This is an optimization exercise on Yosys and OpenROAD, whose aim is a short achievable clock period and few clock cycles, not a production implementation.
Function was checked by simulation only, so behaviour that the tests miss may differ from the original.
Power is estimated from default activity; no workload was simulated.

File: flow/constraint.sdc
create_clock -name core_clock -period 9.0 [get_ports {clk}]
set_input_delay 1.8000 -clock core_clock [delete_from_list [all_inputs] [get_ports {clk}]]
set_output_delay 1.8000 -clock core_clock [all_outputs]
set_load 0.01 [all_outputs]
File: flow/config.mk
export PLATFORM = sky130hd
export DESIGN_NAME = cpu_core
export DESIGN_NICKNAME = cpu_core
export VERILOG_FILES = /design/flow/design.v
export SDC_FILE = /design/flow/constraint.sdc
export NUM_CORES = 4
export LEC_CHECK = 0
export CAP_MARGIN = 20
export CORE_MARGIN = 2
export CORE_UTILIZATION = 40
export SLEW_MARGIN = 20
File: flow/design.v
`default_nettype none
package cpu_pkg;
    typedef logic [15:0] word_t;      
    typedef logic [31:0] instr_t;     
    typedef logic [3:0]  reg_idx_t;   
    localparam logic [5:0] OP_R_TYPE  = 6'h00;
    localparam logic [5:0] OP_LOAD    = 6'h01;
    localparam logic [5:0] OP_STORE   = 6'h02;
    localparam logic [5:0] OP_J       = 6'h03;
    localparam logic [5:0] OP_JAL     = 6'h04;
    localparam logic [5:0] OP_BEQ     = 6'h05;
    localparam logic [5:0] OP_BNE     = 6'h06;
    localparam logic [5:0] OP_JT      = 6'h07;
    localparam logic [5:0] OP_JF      = 6'h08;
    localparam logic [5:0] OP_LOADLIT = 6'h09;
    localparam logic [5:0] OP_ADDI    = 6'h0a;
    localparam logic [5:0] OP_ANDI    = 6'h0b;
    localparam logic [5:0] OP_ORI     = 6'h0c;
    localparam logic [5:0] OP_SLTI    = 6'h0d;
    localparam logic [5:0] FN_JR  = 6'h08;
    localparam logic [5:0] FN_ADD = 6'h20;
    localparam logic [5:0] FN_SUB = 6'h22;
    localparam logic [5:0] FN_AND = 6'h24;
    localparam logic [5:0] FN_OR  = 6'h25;
    localparam logic [5:0] FN_SLT = 6'h2a;
    typedef struct packed {
        logic add;
        logic sub;
        logic andl;
        logic orl;
        logic slt;
        logic pass;
    } aluop_t;
endpackage
`default_nettype wire
`timescale 1ns/10ps
`default_nettype none
module control_unit (
    input  cpu_pkg::instr_t  instr,
    output cpu_pkg::aluop_t  aluop,
    output logic             use_rs,       
    output logic             use_rt,       
    output logic             b_imm,        
    output logic             b_link,       
    output logic             reg_write,    
    output cpu_pkg::reg_idx_t dst,
    output logic             flag_write,
    output logic             is_load,
    output logic             is_store,
    output logic             is_jimm,      
    output logic             is_jreg,      
    output logic             is_branch,
    output logic             br_true,      
    output logic             br_inv        
);
    logic [5:0] op;
    logic [5:0] fn;
    logic       o_r, o_ld, o_st, o_j, o_jal, o_beq, o_bne, o_jt, o_jf;
    logic       o_lit, o_addi, o_andi, o_ori, o_slti;
    logic       f_jr, f_add, f_sub, f_and, f_or, f_slt;
    logic       r_add, r_sub, r_and, r_or, r_slt, r_alu;
    assign op = instr[31:26];
    assign fn = instr[5:0];
    assign o_r    = (op == cpu_pkg::OP_R_TYPE);
    assign o_ld   = (op == cpu_pkg::OP_LOAD);
    assign o_st   = (op == cpu_pkg::OP_STORE);
    assign o_j    = (op == cpu_pkg::OP_J);
    assign o_jal  = (op == cpu_pkg::OP_JAL);
    assign o_beq  = (op == cpu_pkg::OP_BEQ);
    assign o_bne  = (op == cpu_pkg::OP_BNE);
    assign o_jt   = (op == cpu_pkg::OP_JT);
    assign o_jf   = (op == cpu_pkg::OP_JF);
    assign o_lit  = (op == cpu_pkg::OP_LOADLIT);
    assign o_addi = (op == cpu_pkg::OP_ADDI);
    assign o_andi = (op == cpu_pkg::OP_ANDI);
    assign o_ori  = (op == cpu_pkg::OP_ORI);
    assign o_slti = (op == cpu_pkg::OP_SLTI);
    assign f_jr  = (fn == cpu_pkg::FN_JR);
    assign f_add = (fn == cpu_pkg::FN_ADD);
    assign f_sub = (fn == cpu_pkg::FN_SUB);
    assign f_and = (fn == cpu_pkg::FN_AND);
    assign f_or  = (fn == cpu_pkg::FN_OR);
    assign f_slt = (fn == cpu_pkg::FN_SLT);
    assign r_add = o_r && f_add;
    assign r_sub = o_r && f_sub;
    assign r_and = o_r && f_and;
    assign r_or  = o_r && f_or;
    assign r_slt = o_r && f_slt;
    assign r_alu = r_add || r_sub || r_and || r_or || r_slt;
    assign aluop.add  = r_add || o_addi || o_ld || o_st;
    assign aluop.sub  = r_sub;
    assign aluop.andl = r_and || o_andi;
    assign aluop.orl  = r_or  || o_ori;
    assign aluop.slt  = r_slt || o_slti;
    assign aluop.pass = o_lit || o_jal;
    assign is_load   = o_ld;
    assign is_store  = o_st;
    assign is_jimm   = o_j;
    assign is_jreg   = o_jal || (o_r && f_jr);
    assign is_branch = o_beq || o_bne || o_jt || o_jf;
    assign br_true   = o_jt || o_jf;
    assign br_inv    = o_bne || o_jf;
    assign use_rs = r_alu || o_ld || o_st || is_jreg || o_addi || o_andi || o_ori || o_slti;
    assign use_rt = r_alu || o_st;
    assign b_imm  = o_lit || o_addi || o_andi || o_ori || o_slti || o_ld || o_st;
    assign b_link = o_jal;
    assign reg_write  = r_alu || o_lit || o_addi || o_andi || o_ori || o_slti || o_jal;
    assign flag_write = r_alu || o_addi || o_andi || o_ori || o_slti;
    always_comb begin
        if (r_alu)      dst = instr[15:12];
        else if (o_jal) dst = 4'd15;
        else            dst = instr[21:18];
    end
endmodule
`default_nettype wire
`timescale 1ns/10ps
`default_nettype none
module cycle_fsm (
    input  logic  clk,
    input  logic  arst_n,
    input  logic  issue_load,
    input  logic  issue_store,
    input  cpu_pkg::word_t    addr,
    input  cpu_pkg::word_t    wdata,
    input  cpu_pkg::reg_idx_t load_dst,
    output cpu_pkg::word_t    dmem_addr,
    output cpu_pkg::word_t    dmem_wdata,
    output logic  dmem_we,
    output logic  dmem_re,            
    output cpu_pkg::reg_idx_t req_dst,    
    output logic  data_valid,         
    output cpu_pkg::reg_idx_t data_dst
);
    always_ff @(posedge clk or negedge arst_n) begin
        if (!arst_n) begin
            dmem_we    <= 1'b0;
            dmem_re    <= 1'b0;
            data_valid <= 1'b0;
        end else begin
            dmem_we    <= issue_store;
            dmem_re    <= issue_load;
            data_valid <= dmem_re;
        end
    end
    always_ff @(posedge clk) begin
        dmem_addr  <= addr;
        dmem_wdata <= wdata;
        req_dst    <= load_dst;
        data_dst   <= req_dst;
    end
endmodule
`default_nettype wire
`timescale 1ns/10ps
`default_nettype none
module program_counter (
    input  logic  clk,
    input  logic  arst_n,
    input  logic  redirect_f0,        
    input  logic  redirect_f1,        
    input  logic  flag,               
    input  cpu_pkg::word_t redirect_addr,
    input  logic  hold,               
    input  logic  early_jump,         
    input  cpu_pkg::word_t early_target,
    input  logic  install,            
    input  cpu_pkg::word_t install_key,
    input  cpu_pkg::word_t install_tgt,
    output cpu_pkg::word_t fetch_addr,
    output cpu_pkg::word_t arr_pc,    
    output logic  arr_valid,          
    output logic  arr_pred            
);
    logic           btb_valid;
    cpu_pkg::word_t btb_key;
    cpu_pkg::word_t btb_tgt;
    logic           ins_pending;
    cpu_pkg::word_t ins_key;
    cpu_pkg::word_t ins_tgt;
    cpu_pkg::word_t fetch_reg;
    cpu_pkg::word_t jump_reg;
    cpu_pkg::word_t fetch_inc;
    logic           hit;
    logic           refetch;
    cpu_pkg::word_t early_addr;
    cpu_pkg::word_t next_addr;
    logic           next_valid;
    logic           redirect;
    assign fetch_addr = jump_reg | fetch_reg;
    assign fetch_inc  = fetch_addr + cpu_pkg::word_t'(1);
    assign hit        = btb_valid && (btb_key == fetch_addr);
    assign refetch    = hold && arr_valid;
    assign early_addr = refetch ? arr_pc : (hit ? btb_tgt : fetch_inc);
    assign redirect   = flag ? redirect_f1 : redirect_f0;
    assign next_addr  = flag ? (redirect_f1 ? redirect_addr : early_addr)
                             : (redirect_f0 ? redirect_addr : early_addr);
    assign next_valid = !redirect && !refetch && !early_jump;
    always_ff @(posedge clk or negedge arst_n) begin
        if (!arst_n) begin
            fetch_reg   <= '0;
            jump_reg    <= '0;
            arr_valid   <= 1'b0;
            arr_pred    <= 1'b0;
            btb_valid   <= 1'b0;
            ins_pending <= 1'b0;
        end else begin
            fetch_reg   <= next_addr & {16{!early_jump}};
            jump_reg    <= early_target & {16{early_jump}};
            arr_valid   <= next_valid;
            arr_pred    <= next_valid && hit;
            ins_pending <= install;
            if (ins_pending) begin
                btb_valid <= 1'b1;
            end
        end
    end
    always_ff @(posedge clk) begin
        arr_pc   <= fetch_addr;
        ins_key  <= install_key;
        ins_tgt  <= install_tgt;
        if (ins_pending) begin
            btb_key <= ins_key;
            btb_tgt <= ins_tgt;
        end
    end
endmodule
`default_nettype wire
`timescale 1ns/10ps
`default_nettype none
module register_file (
    input  logic     clk,
    input  logic     arst_n,
    input  logic [15:0]       rs_sel,     
    input  logic [15:0]       rt_sel,     
    input  logic     we_a,
    input  cpu_pkg::reg_idx_t wr_a,
    input  cpu_pkg::word_t    wd_a,
    input  logic     we_b,
    input  cpu_pkg::reg_idx_t wr_b,
    input  cpu_pkg::word_t    wd_b,
    output cpu_pkg::word_t    rs_data,
    output cpu_pkg::word_t    rt_data,
    output cpu_pkg::word_t    r15_data    
);
    cpu_pkg::word_t regs [16];
    always_ff @(posedge clk or negedge arst_n) begin
        if (!arst_n) begin
            for (int i = 0; i < 16; i++) begin
                regs[i] <= '0;
            end
        end else begin
            for (int i = 0; i < 16; i++) begin
                if (we_a && wr_a == cpu_pkg::reg_idx_t'(i)) begin
                    regs[i] <= wd_a;
                end else if (we_b && wr_b == cpu_pkg::reg_idx_t'(i)) begin
                    regs[i] <= wd_b;
                end
            end
        end
    end
    assign r15_data = regs[15];
    always_comb begin
        rs_data = '0;
        rt_data = '0;
        for (int i = 0; i < 16; i++) begin
            rs_data = rs_data | ({16{rs_sel[i]}} & regs[i]);
            rt_data = rt_data | ({16{rt_sel[i]}} & regs[i]);
        end
    end
endmodule
`default_nettype wire
`timescale 1ns/10ps
`default_nettype none
module alu_flags (
    input  logic  clk,
    input  logic  arst_n,
    input  cpu_pkg::aluop_t op,
    input  logic  flag_en,            
    input  logic  test_true,          
    input  cpu_pkg::word_t a,
    input  cpu_pkg::word_t b,
    output cpu_pkg::word_t result,
    output logic  flag_now            
);
    cpu_pkg::word_t bx;                 
    cpu_pkg::word_t g [5];              
    cpu_pkg::word_t p [5];              
    cpu_pkg::word_t carry;              
    cpu_pkg::word_t gs [5];             
    cpu_pkg::word_t ps [5];
    cpu_pkg::word_t borrow;             
    cpu_pkg::word_t sum;                
    cpu_pkg::word_t diff;               
    cpu_pkg::word_t lt_t [5];           
    cpu_pkg::word_t eq_t [5];           
    logic  lt;
    cpu_pkg::word_t carry_z;            
    logic  zero_add;
    logic  zero_next;
    logic  true_next;
    logic  zero_flag;
    logic  true_flag;
    assign bx = ~b;
    always_comb begin
        g[0] = a & b;
        p[0] = a ^ b;
        for (int l = 0; l < 4; l++) begin
            for (int i = 0; i < 16; i++) begin
                if (((i >> l) & 1) == 1) begin
                    g[l+1][i] = g[l][i] | (p[l][i] & g[l][((i >> l) << l) - 1]);
                    p[l+1][i] = p[l][i] & p[l][((i >> l) << l) - 1];
                end else begin
                    g[l+1][i] = g[l][i];
                    p[l+1][i] = p[l][i];
                end
            end
        end
        carry[0] = 1'b0;
        for (int i = 1; i < 16; i++) begin
            carry[i] = g[4][i-1];
        end
        gs[0] = a & bx;
        ps[0] = a ^ bx;
        for (int l = 0; l < 4; l++) begin
            for (int i = 0; i < 16; i++) begin
                if (((i >> l) & 1) == 1) begin
                    gs[l+1][i] = gs[l][i] | (ps[l][i] & gs[l][((i >> l) << l) - 1]);
                    ps[l+1][i] = ps[l][i] & ps[l][((i >> l) << l) - 1];
                end else begin
                    gs[l+1][i] = gs[l][i];
                    ps[l+1][i] = ps[l][i];
                end
            end
        end
        borrow[0] = 1'b1;
        for (int i = 1; i < 16; i++) begin
            borrow[i] = gs[4][i-1] | ps[4][i-1];
        end
    end
    assign sum  = p[0] ^ carry;
    assign diff = ps[0] ^ borrow;
    always_comb begin
        lt_t[0] = ~a & b;
        lt_t[0][15] = a[15] & ~b[15];
        eq_t[0] = ~(a ^ b);
        for (int l = 0; l < 4; l++) begin
            for (int i = 0; i < 16; i++) begin
                if (((i >> l) & 1) == 1) begin
                    lt_t[l+1][i] = lt_t[l][i] | (eq_t[l][i] & lt_t[l][((i >> l) << l) - 1]);
                    eq_t[l+1][i] = eq_t[l][i] & eq_t[l][((i >> l) << l) - 1];
                end else begin
                    lt_t[l+1][i] = lt_t[l][i];
                    eq_t[l+1][i] = eq_t[l][i];
                end
            end
        end
    end
    assign lt = lt_t[4][15];
    always_comb begin
        result = '0;
        if (op.add)  result = result | sum;
        if (op.sub)  result = result | diff;
        if (op.andl) result = result | (a & b);
        if (op.orl)  result = result | (a | b);
        if (op.slt)  result = result | {15'd0, lt};
        if (op.pass) result = result | b;
    end
    assign carry_z  = {a[14:0] | b[14:0], 1'b0};
    assign zero_add = ((a ^ b) == carry_z);
    assign zero_next = (op.add  && zero_add) ||
                       (op.sub  && (a == b)) ||
                       (op.andl && ((a & b) == '0)) ||
                       (op.orl  && ((a | b) == '0)) ||
                       (op.slt  && !lt);
    assign true_next = ((op.add || op.sub) && (a[0] ^ b[0])) ||
                       (op.andl && a[0] && b[0]) ||
                       (op.orl  && (a[0] || b[0])) ||
                       (op.slt  && lt);
    always_ff @(posedge clk or negedge arst_n) begin
        if (!arst_n) begin
            zero_flag <= 1'b0;
            true_flag <= 1'b0;
        end else if (flag_en) begin
            zero_flag <= zero_next;
            true_flag <= true_next;
        end
    end
    assign flag_now = (flag_en && !test_true && zero_next) ||
                      (flag_en &&  test_true && true_next) ||
                      (!flag_en && !test_true && zero_flag) ||
                      (!flag_en &&  test_true && true_flag);
endmodule
`default_nettype wire
`timescale 1ns/10ps
`default_nettype none
module cpu_core #(
    parameter cpu_pkg::word_t RESET_PC = '0
) (
    input  logic   clk,
    input  logic   arst_n,
    output cpu_pkg::word_t  imem_addr,         
    input  cpu_pkg::instr_t imem_rdata,
    output cpu_pkg::word_t  dmem_addr,
    output cpu_pkg::word_t  dmem_wdata,
    output logic   dmem_we,           
    output logic   dmem_re,           
    input  cpu_pkg::word_t  dmem_rdata
);
    cpu_pkg::word_t    arr_pc;
    logic              arr_valid, arr_pred;
    cpu_pkg::aluop_t   aluop0;
    logic              use_rs0, use_rt0, b_imm0, b_link0, reg_write0, flag_write0;
    logic              is_load0, is_store0, is_jimm0, is_jreg0, is_branch0, br_true0, br_inv0;
    cpu_pkg::reg_idx_t dst0;
    cpu_pkg::reg_idx_t rs0;
    logic              lit_hit, r15_ok, r_safe, early_jump;
    cpu_pkg::word_t    early_target, rf_r15;
    logic              r_v, r_pred;
    cpu_pkg::word_t    r_pc, r_pcinc, r_imm;
    cpu_pkg::reg_idx_t r_rs, r_rt, r_dst;
    logic [15:0]       r_rs_sel, r_rt_sel;
    cpu_pkg::aluop_t   r_aluop;
    logic              r_use_rs, r_use_rt, r_b_imm, r_b_link, r_reg_write, r_flag_write;
    logic              r_is_load, r_is_store, r_is_jimm, r_is_jreg, r_is_branch, r_br_true, r_br_inv;
    cpu_pkg::word_t    rf_rs, rf_rt;
    logic              fwd_ex_a, fwd_ex_b, fwd_wb_a, fwd_wb_b, fwd_ld_a, fwd_ld_b;
    cpu_pkg::word_t    opa, opb, rs_jump;
    logic              stall_load, stall_jump, stall, go;
    logic              flag, taken_f0, taken_f1, taken;
    logic              redirect_f0, redirect_f1;
    cpu_pkg::word_t    target, redirect_addr;
    logic              redirect, install;
    logic              e_v;
    cpu_pkg::word_t    e_opa, e_opb;
    cpu_pkg::aluop_t   e_aluop;
    logic              e_reg_write, e_flag_write, e_load, e_store;
    cpu_pkg::word_t    e_wd;
    cpu_pkg::reg_idx_t e_dst;
    cpu_pkg::word_t    e_res;
    logic              w_v;               
    cpu_pkg::reg_idx_t w_dst;
    cpu_pkg::word_t    w_res;
    logic              req_load;          
    cpu_pkg::reg_idx_t req_dst;
    logic              ld_valid;          
    cpu_pkg::reg_idx_t ld_dst;
    program_counter i_program_counter (
        .clk, .arst_n,
        .redirect_f0,
        .redirect_f1,
        .flag,
        .redirect_addr,
        .hold        (stall),
        .early_jump,
        .early_target,
        .install,
        .install_key (r_pc),
        .install_tgt (target),
        .fetch_addr  (imem_addr),
        .arr_pc,
        .arr_valid,
        .arr_pred
    );
    control_unit i_control_unit (
        .instr      (imem_rdata),
        .aluop      (aluop0),
        .use_rs     (use_rs0),
        .use_rt     (use_rt0),
        .b_imm      (b_imm0),
        .b_link     (b_link0),
        .reg_write  (reg_write0),
        .dst        (dst0),
        .flag_write (flag_write0),
        .is_load    (is_load0),
        .is_store   (is_store0),
        .is_jimm    (is_jimm0),
        .is_jreg    (is_jreg0),
        .is_branch  (is_branch0),
        .br_true    (br_true0),
        .br_inv     (br_inv0)
    );
    always_ff @(posedge clk or negedge arst_n) begin
        if (!arst_n) begin
            r_v <= 1'b0;
        end else if (!stall) begin
            r_v <= arr_valid && !redirect;
        end
    end
    always_ff @(posedge clk) begin
        if (!stall) begin
            r_pred       <= arr_pred || early_jump;
            r_pc         <= arr_pc;
            r_pcinc      <= arr_pc + cpu_pkg::word_t'(1);
            r_imm        <= imem_rdata[15:0];
            r_rs         <= imem_rdata[25:22];
            r_rt         <= imem_rdata[21:18];
            r_rs_sel     <= 16'd1 << imem_rdata[25:22];
            r_rt_sel     <= 16'd1 << imem_rdata[21:18];
            r_dst        <= dst0;
            r_aluop      <= aluop0;
            r_use_rs     <= use_rs0;
            r_use_rt     <= use_rt0;
            r_b_imm      <= b_imm0;
            r_b_link     <= b_link0;
            r_reg_write  <= reg_write0;
            r_flag_write <= flag_write0;
            r_is_load    <= is_load0;
            r_is_store   <= is_store0;
            r_is_jimm    <= is_jimm0;
            r_is_jreg    <= is_jreg0;
            r_is_branch  <= is_branch0;
            r_br_true    <= br_true0;
            r_br_inv     <= br_inv0;
        end
    end
    assign rs0     = imem_rdata[25:22];
    assign lit_hit = r_v && r_aluop.pass && !r_b_link && r_dst == rs0;
    assign r15_ok  = rs0 == 4'd15 &&
                     !(r_v && (r_reg_write || r_is_load) && r_dst == 4'd15) &&
                     !(e_v && (e_reg_write || e_load) && e_dst == 4'd15) &&
                     !(w_v && w_dst == 4'd15) &&
                     !(req_load && req_dst == 4'd15) &&
                     !(ld_valid && ld_dst == 4'd15);
    assign r_safe = !(r_v && (r_is_branch || ((r_is_jimm || r_is_jreg) && !r_pred)));
    assign early_jump = arr_valid && !arr_pred && !stall && r_safe &&
                        (is_jimm0 || (is_jreg0 && (lit_hit || r15_ok)));
    assign early_target = is_jimm0 ? imem_rdata[15:0] : (lit_hit ? r_imm : rf_r15);
    register_file i_register_file (
        .clk, .arst_n,
        .rs_sel      (r_rs_sel),
        .rt_sel      (r_rt_sel),
        .we_a        (w_v),
        .wr_a        (w_dst),
        .wd_a        (w_res),
        .we_b        (ld_valid),
        .wr_b        (ld_dst),
        .wd_b        (dmem_rdata),
        .rs_data     (rf_rs),
        .rt_data     (rf_rt),
        .r15_data    (rf_r15)
    );
    assign fwd_ex_a = e_v && e_reg_write && e_dst == r_rs;
    assign fwd_ex_b = e_v && e_reg_write && e_dst == r_rt;
    assign fwd_wb_a = w_v && w_dst == r_rs;
    assign fwd_wb_b = w_v && w_dst == r_rt;
    assign fwd_ld_a = ld_valid && ld_dst == r_rs;
    assign fwd_ld_b = ld_valid && ld_dst == r_rt;
    always_comb begin
        if (fwd_ex_a)      opa = e_res;
        else if (fwd_wb_a) opa = w_res;
        else if (fwd_ld_a) opa = dmem_rdata;
        else               opa = rf_rs;
        if (fwd_ex_b)      opb = e_res;
        else if (fwd_wb_b) opb = w_res;
        else if (fwd_ld_b) opb = dmem_rdata;
        else               opb = rf_rt;
    end
    assign rs_jump    = fwd_ex_a ? e_opb : (fwd_wb_a ? w_res : rf_rs);
    assign stall_jump = r_is_jreg && (fwd_ex_a ? !e_aluop.pass : (!fwd_wb_a && fwd_ld_a));
    assign stall_load = (e_v && e_load &&
                         ((r_use_rs && e_dst == r_rs) || (r_use_rt && e_dst == r_rt))) ||
                        (req_load &&
                         ((r_use_rs && req_dst == r_rs) || (r_use_rt && req_dst == r_rt)));
    assign stall = r_v && (stall_jump || stall_load);
    assign go    = r_v && !stall;
    assign taken_f0 = r_is_jimm || r_is_jreg || (r_is_branch && r_br_inv);
    assign taken_f1 = r_is_jimm || r_is_jreg || (r_is_branch && !r_br_inv);
    assign taken    = flag ? taken_f1 : taken_f0;
    assign target = r_is_jreg ? rs_jump : (r_is_jimm ? r_imm : r_pcinc + r_imm);
    assign redirect_f0   = go && (taken_f0 ^ r_pred);
    assign redirect_f1   = go && (taken_f1 ^ r_pred);
    assign redirect      = flag ? redirect_f1 : redirect_f0;
    assign redirect_addr = r_pred ? r_pcinc : target;
    assign install       = go && taken && !r_pred && (r_is_jimm || r_is_branch);
    assign dmem_re = req_load;
    cycle_fsm i_cycle_fsm (
        .clk, .arst_n,
        .issue_load  (e_v && e_load),
        .issue_store (e_v && e_store),
        .addr        (e_res),
        .wdata       (e_wd),
        .load_dst    (e_dst),
        .dmem_addr,
        .dmem_wdata,
        .dmem_we,
        .dmem_re     (req_load),
        .req_dst,
        .data_valid  (ld_valid),
        .data_dst    (ld_dst)
    );
    always_ff @(posedge clk or negedge arst_n) begin
        if (!arst_n) begin
            e_v <= 1'b0;
        end else begin
            e_v <= go && (r_reg_write || r_flag_write || r_is_load || r_is_store);
        end
    end
    always_ff @(posedge clk) begin
        e_opa        <= opa;
        e_opb        <= r_b_link ? r_pcinc : (r_b_imm ? r_imm : opb);
        e_aluop      <= r_aluop;
        e_reg_write  <= r_reg_write;
        e_flag_write <= r_flag_write;
        e_dst        <= r_dst;
        e_load       <= r_is_load;
        e_store      <= r_is_store;
        e_wd         <= opb;
    end
    always_ff @(posedge clk or negedge arst_n) begin
        if (!arst_n) begin
            w_v <= 1'b0;
        end else begin
            w_v <= e_v && e_reg_write;
        end
    end
    always_ff @(posedge clk) begin
        w_dst <= e_dst;
        w_res <= e_res;
    end
    alu_flags i_alu_flags (
        .clk, .arst_n,
        .op        (e_aluop),
        .flag_en   (e_v && e_flag_write),
        .a         (e_opa),
        .b         (e_opb),
        .result    (e_res),
        .test_true (r_br_true),
        .flag_now  (flag)
    );
endmodule
`default_nettype wire
File: flow/standard.sh
#!/bin/bash
# synth_recipe.tcl (not shown) runs the flow's synth.tcl, then flattens the netlist and writes it again
# the make line also repeats each setting of config.mk as NAME=value (left out here)
make -C /OpenROAD-flow-scripts/flow DESIGN_CONFIG=/design/flow/config.mk WORK_HOME=/design/flow/orfs CLKGATE_MAP_FILE= SYNTH_SCRIPT=/design/flow/synth_recipe.tcl "${@:-finish}"
File: flow/flow/run.sh
#!/bin/bash
# Standard ORFS layout (the standard.sh: standard synthesis, floorplan,
# placement, CTS, routing, finish), with repair aiming further below the
# clock period and sized port buffers. All tool output is in make.log here
# and in ORFS's own logs under orfs/logs.
set -euo pipefail
bash standard.sh \
  SETUP_SLACK_MARGIN=6.5 \
  TNS_END_PERCENT=100 \
  MATCH_CELL_FOOTPRINT=0 \
  "BUFFER_PORTS_ARGS=-buffer_cell sky130_fd_sc_hd__buf_4" \
  finish > make.log 2>&1
==> impl_results.rst, run 1 <==
.. list-table::
   :header-rows: 1

   * - Metric
     - Value
   * - Outcome
     - finished clean
   * - PortBufs
     - just under 100
   * - Critical Path Start Type
     - input port
   * - Fraction of power consumed by sequential logic
     - about 38%
   * - Proportion of register bits with asynchronous set or reset after synthesis
     - around half
   * - Layout cells sized above 1
     - around 28%
   * - Routed len/inst
     - 29.3 um
   * - Cell leakage power
     - ~0.017 uW
   * - Max Buffers Root-to-Sink
     - 3
   * - Placer Congestion
     - ~0.97
   * - Sequential-to-total area share from yosys stat
     - a little under half
   * - Number of synthesized flops with an enable pin
     - 144
   * - Highest-count cells in the layout ignoring fill and taps
     - sky130_fd_sc_hd__mux2i_1 (311), sky130_fd_sc_hd__dfrtp_1 (289), sky130_fd_sc_hd__nor2_1 (279), sky130_fd_sc_hd__buf_4 (262), sky130_fd_sc_hd__a21oi_1 (220)
   * - Post-synthesis cell area
     - about 32,000 um^2
   * - Hold-fix buffers, CTS
     - 0
   * - Critical path's largest stage delay
     - just over 400 ps
   * - Count of placed standard cells in the final layout, fillers left out
     - 4,576
   * - Critical path required time
     - about 9500 ps
   * - Worst vdd ir
     - roughly 0.00013 V
   * - Max-cap violations
     - 0
   * - Setup Crit Path Kind
     - in2reg
   * - Final Power
     - 9550 uW
   * - Net Switching
     - about 3200 uW
   * - Net switching share of the total power
     - 33.8%
   * - Part of the total power dissipated in combinational logic
     - approximately 31%
   * - Clock Sink Count
     - ~590
   * - Filler cells
     - between 6,000 and 7,000
   * - Die Y
     - 286 um
   * - Number of DRC markers after the initial detailed-route iteration
     - roughly 3,600
   * - Clock latency reported for the late side of the worst-skew pair
     - about 650 ps
   * - Yosys reg bits
     - 594
   * - GRT busiest layer
     - met2
   * - Global router's overall resource usage
     - 31.6%
   * - Total count of hold-check failures in the final report
     - 0
   * - CTS HTree Levels
     - 3
   * - Post-layout minimum cycle time
     - 3330 ps
   * - Fraction of met3 tracks used by global routing
     - about 9%
   * - Cell with the largest stage delay on the worst path
     - sky130_fd_sc_hd__a211o_4
   * - Count of placed standard cells including taps
     - 4,199
   * - Warning count from the yosys run
     - 13
   * - Count of pins over their slew limit
     - 0
   * - Vias per cell
     - 6.30
   * - Maximum net fanout on the critical path
     - 16
   * - Average size of a mapped cell
     - between 9 and 10 um^2
   * - Horizontal extent of the die
     - 286 um
   * - Primary FF master, synth
     - sky130_fd_sc_hd__dfrtp_1
   * - Number of global-route vias before repair
     - around 27,000
   * - Remaining global-route overflow
     - 0
   * - Post-Synthesis Net Count
     - 3,399
   * - Register bank with the most flops
     - i_register_file.regs
   * - Number of antenna violations at the first check in global routing
     - 6
   * - Top-Level Pins
     - 100
   * - Worst min-delay path category
     - reg2reg
   * - Via Count
     - 28,800
   * - Final HPWL DP
     - between 70,000 and 80,000 um
   * - Footprint of the flip-flops and latches
     - 15,000 um^2
   * - Number of nets with antenna violations after routing
     - 0
   * - Yosys cell types
     - around 80
   * - Cell-by-cell listing of the critical path
     - buf_6 -> or2_4 -> or3_4 -> nor4_4 -> a31o_2 -> nand2_4 -> a211o_4 -> buf_12 -> o2111ai_1 -> mux2i_1
   * - Worst clock skew
     - between 30 and 40 ps
   * - Setup TNS after final layout
     - 0 ps
   * - Pin count of the biggest net entering global routing
     - 91
   * - Post-Syn Instances
     - 3,263
   * - Slew margin rel.
     - between 20% and 30%
   * - Global-route wire length before repair
     - approximately 190,000 um
   * - Number of nets in the layout
     - approximately 3,600
   * - Clock network fraction of total power
     - around a third
   * - Clock tree from TritonCTS
     - yes
   * - Placeable Area
     - 78,900 um^2
   * - Wirelength, routed
     - about 130,000 um
   * - Most common library cell in the layout ignoring fill and taps
     - sky130_fd_sc_hd__mux2i_1
   * - Total die area
     - a little over 80,000 um^2
   * - Area growth, synth to finish
     - 29.0%
   * - Setup repair after global routing missed its margin
     - yes
   * - Number of endpoints failing setup at the final stage
     - 0
   * - Measured slew at the worst slew-check pin
     - around 1100 ps
   * - Total area of multi-input combinational cells
     - between 15,000 and 20,000 um^2
   * - Row cnt
     - 103
   * - PD cells
     - 233 nW/um^2
   * - Highest attainable clock frequency
     - 300 MHz
   * - Grt met1 use
     - roughly two fifths
   * - Crit path buf inv count
     - 2
   * - Post-route DRC violation count
     - 0
   * - Crit path max-delay family
     - simple AND/OR/NAND/NOR gates
   * - Met2 global-route usage
     - between 40% and 50%
   * - TritonCTS Buffers
     - between 60 and 70
   * - Period utilization
     - roughly 37%
   * - Power Internal
     - about 6300 uW
   * - Cell chosen for the clock root
     - sky130_fd_sc_hd__clkbuf_16
   * - Number of flip-flops under the largest register name
     - about 260
   * - Arrival @ worst endpoint
     - 3830 ps
   * - Fin Hold WS
     - roughly 320 ps
   * - First-pass detailed-route iteration total
     - 7
   * - Clock-pin slew on the worst setup and hold paths
     - around 60 ps
   * - Initial Utilization
     - just over 40%
   * - Category of the worst setup path capture point
     - flip-flop
path summary, 6_finish.rpt:
check,start,endpoint,slack (ps),cells after the start
worst max-delay path,imem_rdata[30],i_program_counter.fetch_reg[14]$_DFF_PN0_,5670,10
worst min-delay path,e_wd[4]$_DFF_P_,i_cycle_fsm.dmem_wdata[4]$_DFF_P_,320,0
worst max register to register,e_opb[9]$_DFF_P_,i_program_counter.fetch_reg[15]$_DFF_PN0_,5700,11
worst min register to register,e_wd[4]$_DFF_P_,i_cycle_fsm.dmem_wdata[4]$_DFF_P_,320,0
max in group asynchronous,arst_n,i_register_file.regs[1][14]$_DFFE_PN0P_,6800,2
min in group asynchronous,arst_n,i_register_file.regs[13][7]$_DFFE_PN0P_,1170,1
metrics by stage:
| stage | setup slack, ps | area (um^2) | utilization [%] |
|---|---|---|---|
| after floorplan | 5180 | 32400 | - |
| final | 5670 | 41000 | 52.0 |
| after CTS | 5680 | 39800 | 50.5 |
| after global placement | 4440 | 33800 | 42.8 |
| after global routing | 5600 | 41000 | 52.0 |
| after detailed placement | 4390 | 33800 | 42.9 |
per-layer routing:
| layer | share of wire (%) | vias to the layer above |
|---|---|---|
| li1 | - | 12300 |
| met1 | 38 | 14000 |
| met2 | 43 | 1918 |
| met3 | 11 | 566 |
| met4 | 7.0 | 6 |
| met5 | 0.034 | - |
power groups by stage:
stage / combinational [uW] / clock, uW / sequential (uW)
after floorplan: 1470 / 0 / 3450
after global placement: 1990 / 0 / 3690
after detailed placement: 2010 / 0 / 3690
after CTS: 2640 / 3040 / 3580
after global routing: 3090 / 3160 / 3640
final: 2920 / 3030 / 3600
area by class of cell:
class                   count  area share, %
multi-input cells        2276           42.8
diodes                      3         0.0183
clock inverters            41           1.19
repair buffers            420           10.4
inverters                 105           1.03
well taps                1050           3.20
clock buffers              87           4.75
flip-flops and latches    594           36.5
timing repair:
item / CTS / global route
gates cloned: 20 / 7
resized for setup: 446 / 144
pin swaps: 117 / 88
setup buffers: 176 / 43
setup endpoints to repair: 440 / 354
cell usage after synthesis (102+ instances only):
cell	n	area, um^2
sky130_fd_sc_hd__nand2_1	222	833
sky130_fd_sc_hd__a221oi_1	107	937
sky130_fd_sc_hd__inv_1	105	394
sky130_fd_sc_hd__dfrtp_1	300	7510
sky130_fd_sc_hd__clkbuf_1	252	946
sky130_fd_sc_hd__a21oi_1	254	1270
sky130_fd_sc_hd__nor2_1	313	1170
sky130_fd_sc_hd__dfxtp_1	150	3000
sky130_fd_sc_hd__edfxtp_1	144	4320
sky130_fd_sc_hd__o21ai_0	172	861
sky130_fd_sc_hd__mux2i_1	317	3170
sky130_fd_sc_hd__a22o_1	102	893
worst reg2reg max path: stages, from the launching register on:
cell and delay (ps):
sky130_fd_sc_hd__dfxtp_4 390, sky130_fd_sc_hd__inv_2 70, sky130_fd_sc_hd__ha_4 320, sky130_fd_sc_hd__nand2b_1 140, sky130_fd_sc_hd__a221oi_1 120, sky130_fd_sc_hd__o31ai_2 380, sky130_fd_sc_hd__a31oi_4 160, sky130_fd_sc_hd__o31a_1 350
sky130_fd_sc_hd__a211o_4 400, sky130_fd_sc_hd__and4bb_4 260, sky130_fd_sc_hd__or2_4 330, sky130_fd_sc_hd__a211oi_2 270
cell families (layout without fill, tap and decap cells):
| family | Yosys count | count (layout) | share of synthesized area, % |
|---|---|---|---|
| xor gates and xnor gates | 106 | 106 | 2.92 |
| adders and majority gates | 86 | 86 | 3.53 |
| DFF | 594 | 594 | 46.7 |
| AOI/OAI and AO/OA | 909 | 909 | 19.2 |
| muxes | 340 | 340 | 10.8 |
| and+or+nand+nor | 832 | 835 | 12.1 |
| buffers and inverters | 396 | 653 | 4.80 |
| other | 0 | 3 | 0 |
Testbench counts, summed over its fixed seeds: cycles 10,525.
==> run 2, diff against run 1 <==
--- a/flow/config.mk
+++ b/flow/config.mk
@@ -7,5 +7,6 @@
 export LEC_CHECK = 0
 export CAP_MARGIN = 20
 export CORE_MARGIN = 2
-export CORE_UTILIZATION = 40
+export CORE_UTILIZATION = 55
+export PLACE_DENSITY = 0.7
 export SLEW_MARGIN = 20
==> impl_results.rst, run 2 <==
.. list-table::
   :header-rows: 1

   * - Metric
     - Value
   * - Wirelength, routed
     - 135,000 um (+0.40%)
   * - Top-Level Pins
     - 100 (unchanged)
   * - Clock Sink Count
     - 594 (unchanged)
   * - TritonCTS Buffers
     - 67 (-2.9%)
   * - Final Power
     - 9510 uW (-0.39%)
   * - Filler cells
     - 4,011 (-42%)
   * - Count of placed standard cells in the final layout, fillers left out
     - 4,312 (-5.8%)
   * - Number of endpoints failing setup at the final stage
     - 0 (unchanged)
   * - Layout cells sized above 1
     - 27.6% (-0.17 points)
   * - Total die area
     - 59,700 um^2 (-27%)
   * - Yosys cell types
     - 79 (unchanged)
   * - Adder-cell share of the synthesized area
     - 3.53% (unchanged)
   * - Worst setup slack after layout
     - 5530 ps (-140 ps)
   * - Number of antenna violations at the first check in global routing
     - 2 (-4)
   * - Max Buffers Root-to-Sink
     - 3 (unchanged)
   * - Via Count
     - 30,200 (+4.9%)
   * - Ranking of synthesized cells by area
     - sky130_fd_sc_hd__dfrtp_1 (24%), sky130_fd_sc_hd__edfxtp_1 (14%), sky130_fd_sc_hd__mux2i_1 (10%)
   * - Most common library cell in the layout ignoring fill and taps
     - sky130_fd_sc_hd__mux2i_1
   * - Average size of a mapped cell
     - 9.74 um^2 (unchanged)
   * - Period utilization
     - 38.5% (+1.6 points)
   * - Complex-gate fraction of the synthesized area
     - 19.2% (unchanged)
   * - Total count of hold-check failures in the final report
     - 0 (unchanged)
   * - Category of the worst setup path capture point
     - flip-flop
   * - Vias per cell
     - 7.01 (+11%)
   * - Highest-count cells in the layout ignoring fill and taps
     - sky130_fd_sc_hd__mux2i_1 (313), sky130_fd_sc_hd__dfrtp_1 (293), sky130_fd_sc_hd__buf_4 (291), sky130_fd_sc_hd__nor2_1 (280), sky130_fd_sc_hd__a21oi_1 (219)
   * - Cell leakage power
     - 0.0165 uW (-0.30%)
   * - Clock-pin slew on the worst setup and hold paths
     - 60 ps (about the same)
   * - Outcome
     - finished clean
   * - Xor and xnor fraction of the mapped netlist area
     - 2.92% (unchanged)
   * - Post-synthesis cell area
     - 31,800 um^2 (unchanged)
   * - First-pass detailed-route iteration total
     - 8 (+1)
   * - Final HPWL DP
     - 76,100 um (-4.2%)
   * - Warning count from the yosys run
     - 13 (unchanged)
   * - Post-layout minimum cycle time
     - 3470 ps (+140 ps)
   * - Setup TNS after final layout
     - 0 ps (unchanged)
   * - Global router's overall resource usage
     - 42.9% (+11 points)
   * - Number of stages on the worst hold path
     - 0 (unchanged)
   * - Clock latency reported for the late side of the worst-skew pair
     - 640 ps (about the same)
   * - Horizontal extent of the die
     - 244 um (-15%)
   * - Most frequent cells after synthesis
     - sky130_fd_sc_hd__mux2i_1 (317), sky130_fd_sc_hd__nor2_1 (313), sky130_fd_sc_hd__dfrtp_1 (300)
   * - Max-cap violations
     - 0 (unchanged)
   * - Synth top area share
     - 23.6% (unchanged)
   * - PD cells
     - 235 nW/um^2 (+0.92%)
   * - Placer Congestion
     - 0.990 (+2.4%)
   * - Area growth, synth to finish
     - 27.4%
   * - PortBufs
     - 97 (unchanged)
   * - Count of pins over their slew limit
     - 0 (unchanged)
   * - Row cnt
     - 88 (-15%)
   * - Global-route wire length before repair
     - 188,000 um (-0.79%)
   * - Post-route DRC violation count
     - 0 (unchanged)
   * - Share of synthesized cell area in and, or, nand and nor gates
     - 12.1% (unchanged)
   * - Depth of the worst register-to-register path
     - 11 (unchanged)
   * - Fin Hold WS
     - 325 ps (+7.70 ps)
   * - Most used standard cell by instance count after synthesis
     - sky130_fd_sc_hd__mux2i_1
   * - Sequential-to-total area share from yosys stat
     - 46.7% (unchanged)
   * - Post-Synthesis Net Count
     - 3,399 (unchanged)
   * - Clock tree from TritonCTS
     - yes
   * - Biggest area consumer among synthesized cells
     - sky130_fd_sc_hd__dfrtp_1
   * - Register bank with the most flops
     - i_register_file.regs
   * - Number of DRC markers after the initial detailed-route iteration
     - 4,901 (+37%)
   * - Slew margin rel.
     - 28.7% (+2.1 points)
   * - Highest attainable clock frequency
     - 288 MHz (-4.0%)
   * - Main combinational cell family by area after synthesis
     - compound AO/OA/AOI/OAI gates
   * - Proportion of register bits with asynchronous set or reset after synthesis
     - 50.5% (unchanged)
   * - Placeable Area
     - 57,400 um^2 (-27%)
   * - Worst min-delay path category
     - reg2reg
   * - Number of nets with antenna violations after routing
     - 0 (unchanged)
   * - Measured slew at the worst slew-check pin
     - 1070 ps (-33.4 ps)
   * - Setup repair after global routing missed its margin
     - yes
   * - Count of placed standard cells including taps
     - 3,903 (-7.0%)
   * - Initial Utilization
     - 55.4% (+15 points)
   * - Setup Crit Path Kind
     - in2reg
   * - Maximum net fanout on the critical path
     - 17 (+1)
   * - Die Y
     - 244 um (-15%)
   * - Pin count of the biggest net entering global routing
     - 132 (+45%)
   * - Cell chosen for the clock root
     - sky130_fd_sc_hd__clkbuf_16
   * - Routed len/inst
     - 31.2 um (+6.6%)
   * - CTS HTree Levels
     - 3 (unchanged)
   * - Worst clock skew
     - 27.3 ps (-7.57 ps)
   * - Critical path required time
     - 9490 ps (about the same)
   * - Number of global-route vias before repair
     - 28,600 (+5.7%)
   * - Number of nets in the layout
     - 3,629 (+0.75%)
   * - Worst vdd ir
     - 0.000236 V (+79%)
   * - Fraction of synthesized area in multiplexers
     - 10.8% (unchanged)
   * - Primary FF master, synth
     - sky130_fd_sc_hd__dfrtp_1
   * - Remaining global-route overflow
     - 0 (unchanged)
   * - Critical Path Start Type
     - input port
   * - Yosys reg bits
     - 594 (unchanged)
   * - Post-Syn Instances
     - 3,263 (unchanged)
   * - Number of synthesized flops with an enable pin
     - 144 (unchanged)
   * - Post-Place Setup Slack
     - 3940 ps (-446 ps)
   * - Number of flip-flops under the largest register name
     - 256 (unchanged)
   * - Arrival @ worst endpoint
     - 3960 ps (+130 ps)
## run 2: changes by cell type in the layout (fill, tap and decap cells not counted), moves of 5 or more
| cell | delta |
|---|---|
| sky130_fd_sc_hd__nor2_2 | -6 |
| sky130_fd_sc_hd__nor2_4 | +5 |
| sky130_fd_sc_hd__clkbuf_1 | +6 |
| sky130_fd_sc_hd__clkinv_2 | -7 |
| sky130_fd_sc_hd__ha_1 | -6 |
| sky130_fd_sc_hd__buf_4 | +29 |
| sky130_fd_sc_hd__a211oi_2 | -5 |
| sky130_fd_sc_hd__a211oi_1 | +6 |
| sky130_fd_sc_hd__buf_12 | -10 |
| sky130_fd_sc_hd__clkinvlp_4 | +5 |
| sky130_fd_sc_hd__buf_6 | +9 |
| sky130_fd_sc_hd__inv_2 | +5 |
## run 2: metrics by stage
step	instance area, um^2	util, %
2_1_floorplan	32400	-
3_3_place_gp	33400	58.2
3_5_place_dp	33400	58.2
4_1_cts	39000	68.0
5_1_grt	40500	70.5
6_report	40500	70.6
## run 2: kinds of logic after synthesis
family	Yosys count
AO/OA/AOI/OAI	909
XOR/XNOR	106
adder cells (fa/ha/maj)	86
buffers and inverters	396
flip-flops	594
multiplexers	340
AND/OR/NAND/NOR	832
## run 2: critical path: stages
cell and delay (ps):
sky130_fd_sc_hd__buf_4 150, sky130_fd_sc_hd__xor2_1 160, sky130_fd_sc_hd__nor3_1 220, sky130_fd_sc_hd__nand4_1 130, sky130_fd_sc_hd__buf_4 290, sky130_fd_sc_hd__o41ai_4 140
sky130_fd_sc_hd__nand2_8 130, sky130_fd_sc_hd__a211o_4 460, sky130_fd_sc_hd__clkbuf_16 190, sky130_fd_sc_hd__o211ai_1 110, sky130_fd_sc_hd__mux2i_1 150
## run 2: power by group
| part | internal (uW) | switching, uW |
|---|---|---|
| Clock | 1630 | 1200 |
| Sequential | 3220 | 383 |
| Combinational | 1410 | 1670 |
| Total | 6270 | 3250 |
## run 2: routing by layer
metal / vias to the layer above / wire length (um) / global-route usage (%)
li1: 12400 / - / -
met1: 14500 / 46800 / 52.6
met2: 2487 / 57700 / 63.8
met3: 846 / 18100 / 14.1
met4: 4 / 11800 / 29.7
met5: - / 160 / 1.06
## run 2: path summary, 6_finish.rpt
path                                                                 end          startpoint  slack, ps
worst max-delay path            i_program_counter.fetch_reg[5]$_DFF_PN0_      imem_rdata[22]       5530
worst min-delay path                   i_cycle_fsm.dmem_wdata[0]$_DFF_P_     e_wd[0]$_DFF_P_        320
worst max register to register  i_program_counter.fetch_reg[5]$_DFF_PN0_  e_aluop[4]$_DFF_P_       5560
worst min register to register         i_cycle_fsm.dmem_wdata[0]$_DFF_P_     e_wd[0]$_DFF_P_        320
max in group asynchronous        i_program_counter.jump_reg[2]$_DFF_PN0_              arst_n       7100
min in group asynchronous         i_register_file.regs[3][5]$_DFFE_PN0P_              arst_n       1040
## run 2: what timing repair did
item                       4_1_cts  5_1_grt
cloned                          21        6
buffers inserted               189       69
hold buffers                     0        0
pin swaps                      123      116
setup endpoints to repair      454      294
gates resized for setup        416      163
## run 2: cell type report
| cell class | count | area [um^2] | share of cell area, % |
|---|---|---|---|
| diodes | 2 | 5.00 | 0.0124 |
| clock buffers | 88 | 1890 | 4.67 |
| clock inverters | 33 | 338 | 0.835 |
| inverters | 105 | 414 | 1.02 |
| multi-input cells | 2275 | 17500 | 43.3 |
| flip-flops and latches | 594 | 15000 | 37.0 |
| well taps | 765 | 957 | 2.36 |
| repair buffers | 445 | 4330 | 10.7 |
| repair inverters | 5 | 37.5 | 0.0927 |
==> run 3, diff against run 2 <==
--- a/flow/flow/run.sh
+++ b/flow/flow/run.sh
@@ -5,7 +5,7 @@
 # and in ORFS's own logs under orfs/logs.
 set -euo pipefail
 bash standard.sh \
-  SETUP_SLACK_MARGIN=6.5 \
+  SETUP_SLACK_MARGIN=6 \
   TNS_END_PERCENT=100 \
   MATCH_CELL_FOOTPRINT=0 \
   "BUFFER_PORTS_ARGS=-buffer_cell sky130_fd_sc_hd__buf_4" \
--- a/flow/config.mk
+++ b/flow/config.mk
@@ -7,6 +7,5 @@
 export LEC_CHECK = 0
 export CAP_MARGIN = 20
 export CORE_MARGIN = 2
-export CORE_UTILIZATION = 55
-export PLACE_DENSITY = 0.7
+export CORE_UTILIZATION = 40
 export SLEW_MARGIN = 20
==> impl_results.rst, run 3 <==
.. list-table::
   :header-rows: 1

   * - Metric
     - Value
   * - Ranking of synthesized cells by area
     - sky130_fd_sc_hd__dfrtp_1 (24%), sky130_fd_sc_hd__edfxtp_1 (14%), sky130_fd_sc_hd__mux2i_1 (10%)
   * - Vias per cell
     - 6.18 (-12%)
   * - Yosys cell types
     - 79 (unchanged)
   * - Most used standard cell by instance count after synthesis
     - sky130_fd_sc_hd__mux2i_1
   * - Average size of a mapped cell
     - 9.74 um^2 (unchanged)
   * - Worst clock skew
     - 37.6 ps (+10.3 ps)
   * - Outcome
     - finished clean
   * - Yosys reg bits
     - 594 (unchanged)
   * - Primary FF master, synth
     - sky130_fd_sc_hd__dfrtp_1
   * - Post-Syn Instances
     - 3,263 (unchanged)
   * - Cell chosen for the clock root
     - sky130_fd_sc_hd__clkbuf_16
   * - Final HPWL DP
     - 77,200 um (+1.4%)
   * - Remaining global-route overflow
     - 0 (unchanged)
   * - Layout cells sized above 1
     - 23.4% (-4.2 points)
   * - Launch point of the worst reg-to-reg path
     - e_opa[0]$_DFF_P_
   * - Number of nets with antenna violations after routing
     - 0 (unchanged)
   * - First-pass detailed-route iteration total
     - 7 (-1)
   * - Row cnt
     - 103 (+17%)
   * - Number of synthesized flops with an enable pin
     - 144 (unchanged)
   * - Post-Synthesis Net Count
     - 3,399 (unchanged)
   * - PD cells
     - 233 nW/um^2 (-0.73%)
   * - Register bank with the most flops
     - i_register_file.regs
   * - Count of pins over their slew limit
     - 0 (unchanged)
   * - Max Buffers Root-to-Sink
     - 3 (unchanged)
   * - Total die area
     - 81,700 um^2 (+37%)
   * - Critical Path Start Type
     - input port
   * - Post-route DRC violation count
     - 0 (unchanged)
   * - PortBufs
     - 97 (unchanged)
   * - Wirelength, routed
     - 129,000 um (-4.1%)
   * - Highest attainable clock frequency
     - 298 MHz (+3.2%)
   * - Synth top area share
     - 23.6% (unchanged)
   * - Arrival @ worst endpoint
     - 3860 ps (-100 ps)
   * - Most common library cell in the layout ignoring fill and taps
     - sky130_fd_sc_hd__mux2i_1
   * - Period utilization
     - 37.3% (-1.2 points)
   * - Placer Congestion
     - 0.965 (-2.6%)
   * - Warning count from the yosys run
     - 13 (unchanged)
   * - Most frequent cells after synthesis
     - sky130_fd_sc_hd__mux2i_1 (317), sky130_fd_sc_hd__nor2_1 (313), sky130_fd_sc_hd__dfrtp_1 (300)
   * - Biggest area consumer among synthesized cells
     - sky130_fd_sc_hd__dfrtp_1
   * - Setup TNS after final layout
     - 0 ps (unchanged)
   * - Clock Sink Count
     - 594 (unchanged)
   * - CTS HTree Levels
     - 3 (unchanged)
   * - Total count of hold-check failures in the final report
     - 0 (unchanged)
   * - Maximum net fanout on the critical path
     - 6 (-11)
   * - Number of global-route vias before repair
     - 26,700 (-6.6%)
   * - Setup Crit Path Kind
     - in2reg
   * - Clock latency reported for the late side of the worst-skew pair
     - 630 ps (about the same)
   * - Clock-pin slew on the worst setup and hold paths
     - 60 ps (about the same)
   * - Origin of the worst min-delay path
     - e_wd[15]$_DFF_P_
   * - Number of antenna violations at the first check in global routing
     - 2 (unchanged)
   * - Area growth, synth to finish
     - 23.8%
   * - Die Y
     - 286 um (+17%)
   * - Setup repair after global routing missed its margin
     - yes
   * - Post-synthesis cell area
     - 31,800 um^2 (unchanged)
   * - Sequential-to-total area share from yosys stat
     - 46.7% (unchanged)
   * - Routed len/inst
     - 28.5 um (-8.8%)
   * - Proportion of register bits with asynchronous set or reset after synthesis
     - 50.5% (unchanged)
   * - Worst vdd ir
     - 0.000152 V (-35%)
   * - TritonCTS Buffers
     - 68 (+1.5%)
   * - Crit path from
     - imem_rdata[30]
   * - Via Count
     - 28,000 (-7.3%)
   * - Slew margin rel.
     - 34.1% (+5.4 points)
   * - Number of DRC markers after the initial detailed-route iteration
     - 3,202 (-35%)
   * - Worst min-delay path category
     - reg2reg
   * - Cell leakage power
     - 0.0160 uW (-3.0%)
   * - Category of the worst setup path capture point
     - flip-flop
   * - Initial Utilization
     - 40.3% (-15 points)
   * - Global router's overall resource usage
     - 30.7% (-12 points)
   * - Post-layout minimum cycle time
     - 3360 ps (-108 ps)
   * - Top-Level Pins
     - 100 (unchanged)
   * - Number of endpoints failing setup at the final stage
     - 0 (unchanged)
   * - Pin count of the biggest net entering global routing
     - 79 (-40%)
   * - Number of nets in the layout
     - 3,563 (-1.8%)
   * - Number of flip-flops under the largest register name
     - 256 (unchanged)
   * - Measured slew at the worst slew-check pin
     - 985 ps (-81.9 ps)
   * - Max-cap violations
     - 0 (unchanged)
   * - Highest-count cells in the layout ignoring fill and taps
     - sky130_fd_sc_hd__mux2i_1 (316), sky130_fd_sc_hd__buf_4 (306), sky130_fd_sc_hd__dfrtp_1 (296), sky130_fd_sc_hd__nor2_1 (285), sky130_fd_sc_hd__a21oi_1 (239)
   * - Placeable Area
     - 78,900 um^2 (+37%)
   * - Final Power
     - 9180 uW (-3.5%)
   * - Global-route wire length before repair
     - 185,000 um (-1.6%)
   * - Hold-fix buffers, CTS
     - 0 (unchanged)
   * - Critical path required time
     - 9500 ps (about the same)
   * - Clock tree from TritonCTS
     - yes
   * - Horizontal extent of the die
     - 286 um (+17%)
   * - Fin Hold WS
     - 322 ps (-2.73 ps)
[run 3: cell count changes in the layout (fill, tap and decap cells not counted), moves of 12 or more]
cell	delta
sky130_fd_sc_hd__a21oi_1	+20
sky130_fd_sc_hd__buf_4	+15
sky130_fd_sc_hd__o21ai_0	+20
sky130_fd_sc_hd__buf_6	-74
sky130_fd_sc_hd__a21oi_2	-12
sky130_fd_sc_hd__dfxtp_1	+14
[run 3: worst max-delay path: stages]
cell and delay [ps]:
sky130_fd_sc_hd__buf_6 90, sky130_fd_sc_hd__or2_4 250, sky130_fd_sc_hd__or3_4 350, sky130_fd_sc_hd__nor4_4 170, sky130_fd_sc_hd__a31o_2 240, sky130_fd_sc_hd__nand2_4 80
sky130_fd_sc_hd__a211o_4 440, sky130_fd_sc_hd__clkbuf_16 200, sky130_fd_sc_hd__a31o_4 220
[run 3: stage by stage]
step                      setup WS (ps)  cells  util (%)  area, um^2
after global routing               5590   4534      49.9       39300
after floorplan                    5180   3263         -       31900
after global placement             3740   4198      42.5       33500
after CTS                          5610   4470      48.5       38200
after detailed placement           3670   4198      42.5       33500
final                              5640   4535      49.9       39400
[run 3: layer usage]
layer | part of all wire, % | track usage (%)
met5 | 0.011 | 0
met4 | 6.1 | 15.6
met3 | 9.9 | 6.97
met2 | 45 | 48.4
met1 | 39 | 39.6
[run 3: cell families after synthesis]
| kind of cell | count (synthesis) | synth area share [%] |
|---|---|---|
| AOI/OAI and AO/OA | 909 | 19.2 |
| xor gates and xnor gates | 106 | 2.92 |
| adders and majority gates | 86 | 3.53 |
| buffers and inverters | 396 | 4.80 |
| DFF | 594 | 46.7 |
| muxes | 340 | 10.8 |
| and+or+nand+nor | 832 | 12.1 |
[run 3: area by class of cell]
cell class,count,area (um^2)
Timing Repair Buffer,380,3460
Tap cell,1050,1310
Timing Repair inverter,3,22.5
Fill cell,7223,39500
Antenna cell,2,5.00
Inverter,105,420
Clock inverter,24,260
Clock buffer,102,2060
Multi-Input combinational cell,2275,16900
Sequential cell,594,14900
[run 3: what timing repair did]
item                       4_1_cts  5_1_grt
setup buffers                  129       55
pin swaps                       65       81
resized for setup              297      148
gates cloned                    17        8
setup endpoints to repair      258      202
[run 3: final timing paths]
path                                                                   to  slack [ps]  depth (start not counted)
max in group asynchronous                   i_cycle_fsm.dmem_re$_DFF_PN0_        6420                          2
worst min-delay path                   i_cycle_fsm.dmem_wdata[15]$_DFF_P_         320                          0
min in group asynchronous         i_register_file.regs[13][9]$_DFFE_PN0P_        1160                          1
worst min register to register         i_cycle_fsm.dmem_wdata[15]$_DFF_P_         320                          0
worst max register to register   i_program_counter.fetch_reg[3]$_DFF_PN0_        5670                         13
worst max-delay path            i_program_counter.fetch_reg[13]$_DFF_PN0_        5640                          9
[run 3: power by group]
| group | leakage [uW] | switching (uW) | internal [uW] |
|---|---|---|---|
| combinational | 0.00920 | 1470 | 1240 |
| sequential | 0.00569 | 346 | 3220 |
| clock | 0.00114 | 1200 | 1710 |
==> run 4, diff against run 3 <==
--- a/flow/flow/run.sh
+++ b/flow/flow/run.sh
@@ -5,7 +5,7 @@
 # and in ORFS's own logs under orfs/logs.
 set -euo pipefail
 bash standard.sh \
-  SETUP_SLACK_MARGIN=6 \
+  SETUP_SLACK_MARGIN=7 \
   TNS_END_PERCENT=100 \
   MATCH_CELL_FOOTPRINT=0 \
   "BUFFER_PORTS_ARGS=-buffer_cell sky130_fd_sc_hd__buf_4" \
==> impl_results.rst, run 4 <==
.. list-table::
   :header-rows: 1

   * - Metric
     - Value
   * - Number of antenna violations at the first check in global routing
     - 10 (+8)
   * - Warning count from the yosys run
     - 13 (unchanged)
   * - Worst min-delay path category
     - reg2reg
   * - Number of nets with antenna violations after routing
     - 0 (unchanged)
   * - Global router's overall resource usage
     - 32.4% (+1.7 points)
   * - Placeable Area
     - 78,900 um^2 (unchanged)
   * - Placer Congestion
     - 0.953 (-1.2%)
   * - Primary FF master, synth
     - sky130_fd_sc_hd__dfrtp_1
   * - Clock tree from TritonCTS
     - yes
   * - Setup repair after global routing missed its margin
     - yes
   * - Total die area
     - 81,700 um^2 (unchanged)
   * - Worst vdd ir
     - 0.000123 V (-19%)
   * - Most used standard cell by instance count after synthesis
     - sky130_fd_sc_hd__mux2i_1
   * - Most common library cell in the layout ignoring fill and taps
     - sky130_fd_sc_hd__mux2i_1
   * - Measured slew at the worst slew-check pin
     - 927 ps (-57.4 ps)
   * - Remaining global-route overflow
     - 0 (unchanged)
   * - Die Y
     - 286 um (unchanged)
   * - Ranking of synthesized cells by area
     - sky130_fd_sc_hd__dfrtp_1 (24%), sky130_fd_sc_hd__edfxtp_1 (14%), sky130_fd_sc_hd__mux2i_1 (10%)
   * - Highest metal layer used by the detailed router
     - met5
   * - Count of placed standard cells including taps
     - 4,197 (-0.024%)
   * - Cell leakage power
     - 0.0170 uW (+5.9%)
   * - Final HPWL DP
     - 79,600 um (+3.1%)
   * - Vias per cell
     - 6.33 (+2.4%)
   * - Highest attainable clock frequency
     - 291 MHz (-2.1%)
   * - Number of endpoints failing setup at the final stage
     - 0 (unchanged)
   * - Global-route wire length before repair
     - 194,000 um (+4.7%)
   * - Max-cap violations
     - 0 (unchanged)
   * - Highest-count cells in the layout ignoring fill and taps
     - sky130_fd_sc_hd__mux2i_1 (313), sky130_fd_sc_hd__dfrtp_1 (289), sky130_fd_sc_hd__nor2_1 (278), sky130_fd_sc_hd__buf_4 (272), sky130_fd_sc_hd__a21oi_1 (210)
   * - Clock network fraction of total power
     - 30.6% (-1.0 points)
   * - Horizontal extent of the die
     - 286 um (unchanged)
   * - Post-Syn Instances
     - 3,263 (unchanged)
   * - Post-route DRC violation count
     - 0 (unchanged)
   * - Setup Crit Path Kind
     - in2reg
   * - Post-synthesis cell area
     - 31,800 um^2 (unchanged)
   * - Synth top area share
     - 23.6% (unchanged)
   * - Sequential-to-total area share from yosys stat
     - 46.7% (unchanged)
   * - Row cnt
     - 103 (unchanged)
   * - Clock-pin slew on the worst setup and hold paths
     - 60 ps (about the same)
   * - Category of the worst setup path capture point
     - flip-flop
   * - Slew margin rel.
     - 38.0% (+3.9 points)
   * - Maximum net fanout on the critical path
     - 5 (-1)
   * - Routed len/inst
     - 30.2 um (+6.1%)
   * - Part of the total power dissipated in combinational logic
     - 31.4% (+1.8 points)
   * - Cell chosen for the clock root
     - sky130_fd_sc_hd__clkbuf_16
   * - Biggest area consumer among synthesized cells
     - sky130_fd_sc_hd__dfrtp_1
   * - Area growth, synth to finish
     - 31.9%
   * - Number of global-route vias before repair
     - 27,800 (+4.2%)
   * - Period utilization
     - 38.1% (+0.80 points)
   * - Number of synthesized flops with an enable pin
     - 144 (unchanged)
   * - Wirelength, routed
     - 140,000 um (+8.1%)
   * - Power Internal
     - 6260 uW (+1.5%)
   * - PortBufs
     - 97 (unchanged)
   * - Max Buffers Root-to-Sink
     - 3 (unchanged)
   * - Initial Utilization
     - 40.3% (unchanged)
   * - Count of pins over their slew limit
     - 0 (unchanged)
   * - R2R Setup Slk
     - 5650 ps (-20 ps)
   * - Net Switching
     - 3170 uW (+5.1%)
   * - TritonCTS Buffers
     - 69 (+1.5%)
   * - Number of nets in the layout
     - 3,651 (+2.5%)
   * - PD cells
     - 225 nW/um^2 (-3.6%)
   * - Pin count of the biggest net entering global routing
     - 81 (+2.5%)
   * - Average size of a mapped cell
     - 9.74 um^2 (unchanged)
   * - Routed metal-1 wire length
     - 51,800 um (+2.7%)
   * - First-pass detailed-route iteration total
     - 6 (-1)
   * - Length of routed met2 wiring
     - 60,100 um (+3.7%)
   * - Clock Sink Count
     - 594 (unchanged)
   * - Number of stages on the worst hold path
     - 0 (unchanged)
   * - Most frequent cells after synthesis
     - sky130_fd_sc_hd__mux2i_1 (317), sky130_fd_sc_hd__nor2_1 (313), sky130_fd_sc_hd__dfrtp_1 (300)
   * - Critical path required time
     - 9500 ps (about the same)
   * - Register bank with the most flops
     - i_register_file.regs
   * - Top-Level Pins
     - 100 (unchanged)
   * - Yosys reg bits
     - 594 (unchanged)
   * - Via Count
     - 29,200 (+4.4%)
   * - Critical path destination
     - i_program_counter.fetch_reg[13]$_DFF_PN0_
   * - Yosys cell types
     - 79 (unchanged)
   * - Proportion of register bits with asynchronous set or reset after synthesis
     - 50.5% (unchanged)
   * - Endpoint of the worst register-to-register path
     - i_program_counter.fetch_reg[13]$_DFF_PN0_
   * - Hold-fix buffers, CTS
     - 0 (unchanged)
   * - Count of placed standard cells in the final layout, fillers left out
     - 4,622 (+1.9%)
   * - Post-layout minimum cycle time
     - 3430 ps (+72.0 ps)
   * - Met3 Wirelength
     - 16,400 um (+29%)
   * - Crit path from
     - imem_rdata[30]
   * - Launch point of the worst reg-to-reg path
     - e_opb[3]$_DFF_P_
   * - Post-Synthesis Net Count
     - 3,399 (unchanged)
   * - Fraction of power consumed by sequential logic
     - 38.1% (-0.7 points)
   * - Layout cells sized above 1
     - 30.7% (+7.3 points)
   * - Net switching share of the total power
     - 33.6% (+0.77 points)
   * - Clock latency reported for the late side of the worst-skew pair
     - 630 ps (about the same)
   * - Total count of hold-check failures in the final report
     - 0 (unchanged)
   * - Outcome
     - finished clean
   * - Number of DRC markers after the initial detailed-route iteration
     - 3,337 (+4.2%)
   * - Setup TNS after final layout
     - 0 ps (unchanged)
   * - Arrival @ worst endpoint
     - 3930 ps (+70 ps)
   * - Depth of the worst register-to-register path
     - 11 (-2)
   * - Number of flip-flops under the largest register name
     - 256 (unchanged)
   * - Worst clock skew
     - 22.8 ps (-14.9 ps)
   * - CTS HTree Levels
     - 3 (unchanged)
   * - Critical Path Start Type
     - input port
[run 4: cells by family after synthesis]
| logic type | Yosys count | share of synthesized area [%] |
|---|---|---|
| and+or+nand+nor | 832 | 12.1 |
| AOI/OAI and AO/OA | 909 | 19.2 |
| xor gates and xnor gates | 106 | 2.92 |
| buffers and inverters | 396 | 4.80 |
| muxes | 340 | 10.8 |
| DFF | 594 | 46.7 |
| adders and majority gates | 86 | 3.53 |
[run 4: layout make-up]
class | count | area, um^2
Sequential cell | 594 | 15000
Fill cell | 6906 | 37000
Clock buffer | 103 | 2070
Tap cell | 1050 | 1310
Timing Repair Buffer | 466 | 4820
Clock inverter | 23 | 238
Multi-Input combinational cell | 2279 | 18000
Inverter | 105 | 423
Antenna cell | 2 | 5.00
[run 4: worst min path at each step]
| stage | start | to | slack [ps] |
|---|---|---|---|
| floorplan | e_wd[0]$_DFF_P_ | i_cycle_fsm.dmem_wdata[0]$_DFF_P_ | 310 |
| global placement | e_wd[4]$_DFF_P_ | i_cycle_fsm.dmem_wdata[4]$_DFF_P_ | 310 |
| detailed placement | e_wd[3]$_DFF_P_ | i_cycle_fsm.dmem_wdata[3]$_DFF_P_ | 310 |
| CTS | e_wd[3]$_DFF_P_ | i_cycle_fsm.dmem_wdata[3]$_DFF_P_ | 330 |
| global route | e_wd[3]$_DFF_P_ | i_cycle_fsm.dmem_wdata[3]$_DFF_P_ | 330 |
| finish | e_wd[7]$_DFF_P_ | i_cycle_fsm.dmem_wdata[7]$_DFF_P_ | 320 |
[run 4: through the flow]
step                      power (uW)  hold WS, ps  worst slack (ps)  util, %  instance area (um^2)
after floorplan                 5040          310              5180        -                 33200
after global placement          5760          310              4360     43.5                 34300
after detailed placement        5790          312              4340     43.5                 34300
after CTS                       9200          326              5560     51.2                 40400
after global routing            9760          326              5490     53.1                 41900
final                           9430          324              5570     53.1                 41900
[run 4: power by group through the flow]
stage / combinational, uW / sequential (uW) / clock (uW)
2_1_floorplan: 1570 / 3470 / 0
3_3_place_gp: 2070 / 3700 / 0
3_5_place_dp: 2080 / 3700 / 0
4_1_cts: 2720 / 3570 / 2900
5_1_grt: 3130 / 3620 / 3010
6_report: 2960 / 3590 / 2880
[run 4: layer usage]
| metal | up-vias | global-route usage [%] |
|---|---|---|
| met4 | 12 | 20.7 |
| li1 | 12400 | - |
| met1 | 14200 | 40.6 |
| met2 | 1961 | 48.8 |
| met5 | - | 0.698 |
| met3 | 642 | 9.63 |
[run 4: what timing repair did]
item | CTS | global route
resized for setup | 447 | 172
buffers inserted | 201 | 61
pin swaps | 121 | 98
cloned | 18 | 17
endpoints found under the setup margin | 715 | 553
[run 4: worst max-delay path, cell delays in order]
cell	delay [ps]
sky130_fd_sc_hd__buf_6	90
sky130_fd_sc_hd__or2_4	250
sky130_fd_sc_hd__or3_4	360
sky130_fd_sc_hd__nor4_4	160
sky130_fd_sc_hd__a31o_2	210
sky130_fd_sc_hd__nand2_2	60
sky130_fd_sc_hd__buf_6	160
sky130_fd_sc_hd__buf_6	120
sky130_fd_sc_hd__a211oi_4	250
sky130_fd_sc_hd__buf_6	190
sky130_fd_sc_hd__nor4_4	60
sky130_fd_sc_hd__a31o_2	220

==> static timing again, ports no longer ideal <==
In the flow no input, the clock included, has a driving cell. The finished layouts below were timed again as built, in two steps. Step 1 assumes that a clkbuf_16 drives the clock port and a buf_2 every other input. Step 2 times the ports against the registers' clock, not the clock port: input delays grow and output delays shrink by t, the midpoint of the rising clock arrivals with the driver on. Slacks: ideal / step 1 / step 2; pairs: ideal / step 1.
run | t, ns | setup WS [ns] | hold slack, ns
run 1 | 0.696 | 5.671 / 5.701 / 5.012 | 0.317 / 0.317 / 0.317
run 2 | 0.697 | 5.531 / 5.563 / 4.880 | 0.325 / 0.325 / 0.325
run 3 | 0.678 | 5.640 / 5.667 / 4.995 | 0.322 / 0.322 / 0.322
run 4 | 0.677 | 5.568 / 5.598 / 4.921 | 0.324 / 0.324 / 0.324
After both steps setup and hold are still met in every run listed. For run 1, which loses most, drivers alone change the setup slack by +0.030 ns; drivers and shift together by -0.659 ns.
